This design comes from an exercise in tuning for small area, a short achievable clock period and few clock cycles per item on the open sky130 flow, not from production work.
Function was checked by simulation only, so behaviour that the tests miss may differ from the original.

Design masked_sbox_pipe, start of the top module:
module masked_sbox_pipe (
  input  logic        clk,
  input  logic        rst,
  input  logic        in_valid,
  output logic        in_ready,
  input  logic        in_encrypt,
  input  logic [31:0] in_a,
  input  logic [31:0] in_m,
  input  logic [31:0] in_n,
  input  logic        flush,
  output logic        out_valid,
  input  logic        out_ready,
  output logic [31:0] out_q,
  output logic [31:0] out_n,
  output logic        mask_err
);
  logic        v, err, e_q, ld, zero;
  logic [31:0] t_d, t_q, n_q;
  logic [3:0] ld_l;
  assign ld = ld_l[0];
  rdy_gate u_rdy (.v(v), .r(out_ready), .f(flush), .y(in_ready));
  always_comb begin
    zero = 1'b0;
    for (int i = 0; i < 4; i++)
      zero = zero | (in_m[8*i +: 8] == 8'h00) | (in_n[8*i +: 8] == 8'h00);
  end
  for (genvar i = 0; i < 4; i++) begin : g_lane
    ld_gate  u_ld  (.v(v), .r(out_ready), .y(ld_l[i]));
    sbox_in  u_in  (.a(in_a[8*i +: 8]), .m(in_m[8*i +: 8]), .e(in_encrypt), .t(t_d[8*i +: 8]));
    sbox_out u_out (.tq(t_q[8*i +: 8]), .eq(e_q), .n(n_q[8*i +: 8]), .y(out_q[8*i +: 8]));
  end
  assign out_valid = v;
  assign out_n     = n_q;
  assign mask_err  = err;
  always_ff @(posedge clk or posedge rst) begin
    if (rst) begin
      v   <= 1'b0;
      err <= 1'b0;
    end else if (flush) begin
      v   <= 1'b0;
      err <= 1'b0;
    end else begin
      if (ld) v <= in_valid;
      if (in_valid & ld & zero) err <= 1'b1;
    end
  end
  always_ff @(posedge clk) begin
    if (ld) e_q <= in_encrypt;
  end
  for (genvar i = 0; i < 4; i++) begin : g_reg
    always_ff @(posedge clk) begin
      if (ld_l[i]) begin
        t_q[8*i +: 8] <= t_d[8*i +: 8];
        n_q[8*i +: 8] <= in_n[8*i +: 8];
      end
    end
  end
endmodule
Size in the first run: about 780 cells after synthesis, about 67 flip-flops, ~170 I/O pins, roughly 0.0076 mm^2 of cells after synthesis.
export LEC_CHECK = 0
export ABC_CLOCK_PERIOD_IN_PS = 27000
export CAP_MARGIN = 20
export CORE_MARGIN = 2
export CORE_UTILIZATION = 40
export SLEW_MARGIN = 20
export SYNTH_HIERARCHICAL = 1
create_clock -name core_clock -period 27.0 [get_ports {clk}]
standard.sh (not shown) runs the stock make flow with config.mk's settings and CLKGATE_MAP_FILE= SYNTH_SCRIPT=/design/flow/synth_recipe.tcl, a recipe that flattens the netlist after the stock synthesis.
==> flow/flow/run.sh <==
#!/bin/bash
set -euo pipefail
export BUFFER_PORTS_ARGS="-buffer_cell sky130_fd_sc_hd__buf_1"
export SETUP_SLACK_MARGIN=15.6
export CTS_ARGS="-sink_clustering_enable -repair_clock_nets -dont_use_dummy_load -buf_list sky130_fd_sc_hd__clkbuf_8"
bash standard.sh > standard_flow.log 2>&1
The baseline finished with timing, DRC and antenna clean.
Testbench counts at the start, summed over its fixed seeds: cycles 4,104, items 4,096.
Change:
==> flow/flow/run.sh (replaced) <==
#!/bin/bash
set -euo pipefail
export BUFFER_PORTS_ARGS="-buffer_cell sky130_fd_sc_hd__buf_1"
export CTS_ARGS="-sink_clustering_enable -repair_clock_nets -dont_use_dummy_load -buf_list sky130_fd_sc_hd__clkbuf_8"
bash standard.sh > standard_flow.log 2>&1
Outcome: The changed run produced a clean layout; sequential cell count is unchanged; final cell count barely changes; setup slack got worse by 0.091 ns; clock skew barely changes; via count rises by 0.35%; area after synthesis does not change; clock-buffer cell count is unchanged; cell area came out lower by 4.0%.
Change:
==> flow/flow/run.sh (replaced) <==
#!/bin/bash
set -euo pipefail
export BUFFER_PORTS_ARGS="-buffer_cell sky130_fd_sc_hd__buf_1"
export CTS_ARGS="-sink_clustering_enable -repair_clock_nets -dont_use_dummy_load -buf_list sky130_fd_sc_hd__clkbuf_8 -root_buf sky130_fd_sc_hd__clkbuf_16"
bash standard.sh > standard_flow.log 2>&1
Worst hold slack stays flat.
Core utilization goes up by 0.54 points.
Worst setup slack is better by 0.053 ns.
Design area goes up by about 1.2%.
Global-route usage hardly moves.
Synthesized cell count is unchanged.
Cell count is unchanged.
Count of clock-buffer cells in the layout stays the same.
Die area stays the same.
Clock skew is about the same.
Change:
==> flow/flow/run.sh (replaced) <==
#!/bin/bash
set -euo pipefail
export BUFFER_PORTS_ARGS="-buffer_cell sky130_fd_sc_hd__buf_1"
export CTS_ARGS="-sink_clustering_enable -repair_clock_nets -dont_use_dummy_load -buf_list sky130_fd_sc_hd__clkbuf_8"
bash standard.sh > standard_flow.log 2>&1
CORE_UTILIZATION = 60   (was 40)
What happened: Global-route usage climbs by 8.0 points. Wire length is higher by 0.49%. First-iteration DRC count is higher by 7.8%.
Change:
ABC_CLOCK_PERIOD_IN_PS = 1000   (was 27000)
CORE_UTILIZATION = 40   (was 60)
What happened: Setup slack gains 0.016 ns. Global-route usage decreases by 8.0 points. Sequential share of layout area decreases by 0.22 points. Non-clock buffer count is unchanged. Wire length barely changes. Cell count increases by 5.5%. Flip-flop and latch count does not change. Synthesized area does not change. Die area increases by 48%.
Change:
==> flow/flow/run.sh (replaced) <==
#!/bin/bash
set -euo pipefail
export BUFFER_PORTS_ARGS="-buffer_cell sky130_fd_sc_hd__buf_1"
export CTS_ARGS="-sink_clustering_enable -repair_clock_nets -dont_use_dummy_load -buf_list sky130_fd_sc_hd__clkbuf_4 -root_buf sky130_fd_sc_hd__clkbuf_8"
bash standard.sh > standard_flow.log 2>&1
ABC_CLOCK_PERIOD_IN_PS = 27000   (was 1000)
Outcome: Setup slack stays the same. Die area stays the same. Hold slack does not change.

## afterwards: timing with drivers on the ports
The results above use ideal ports. As a check the final layouts listed here were re-extracted and re-timed, cells and wires unchanged. Step 1 sets driving cells, clkbuf_16 on the clock port and buf_2 on the other inputs (assumed; they add their load-dependent delay and slew). Step 2, shift: input delay + t, output delay - t, t = (earliest + latest rising clock arrival at the registers) / 2. This alone moves slack from input paths to output paths. Slacks: no drivers / after step 1 / after step 2; pairs: no drivers / after step 1.
| run | t (ns) | slack for setup (ns) | worst setup path at the end | worst register clock-pin slew, ns |
|---|---|---|---|---|
| the first run | 0.395 | 15.698 / 15.672 / 15.672 | input to output | 0.08 / 0.08 |
| the second run | 0.394 | 15.606 / 15.572 / 15.673 | input to output | 0.08 / 0.08 |
| the third run | 0.374 | 15.659 / 15.619 / 15.670 | input to output | 0.06 / 0.06 |
| the fourth run | 0.381 | 15.591 / 15.555 / 15.698 | input to output | 0.07 / 0.07 |
| the fifth run | 0.394 | 15.606 / 15.572 / 15.673 | input to output | 0.08 / 0.08 |
| the sixth run | 0.394 | 15.606 / 15.572 / 15.673 | input to output | 0.08 / 0.08 |
After both steps every run listed still meets setup and hold. The setup slack of the first run, which loses most, moves by -0.026 ns with the drivers and by -0.026 ns with both steps.
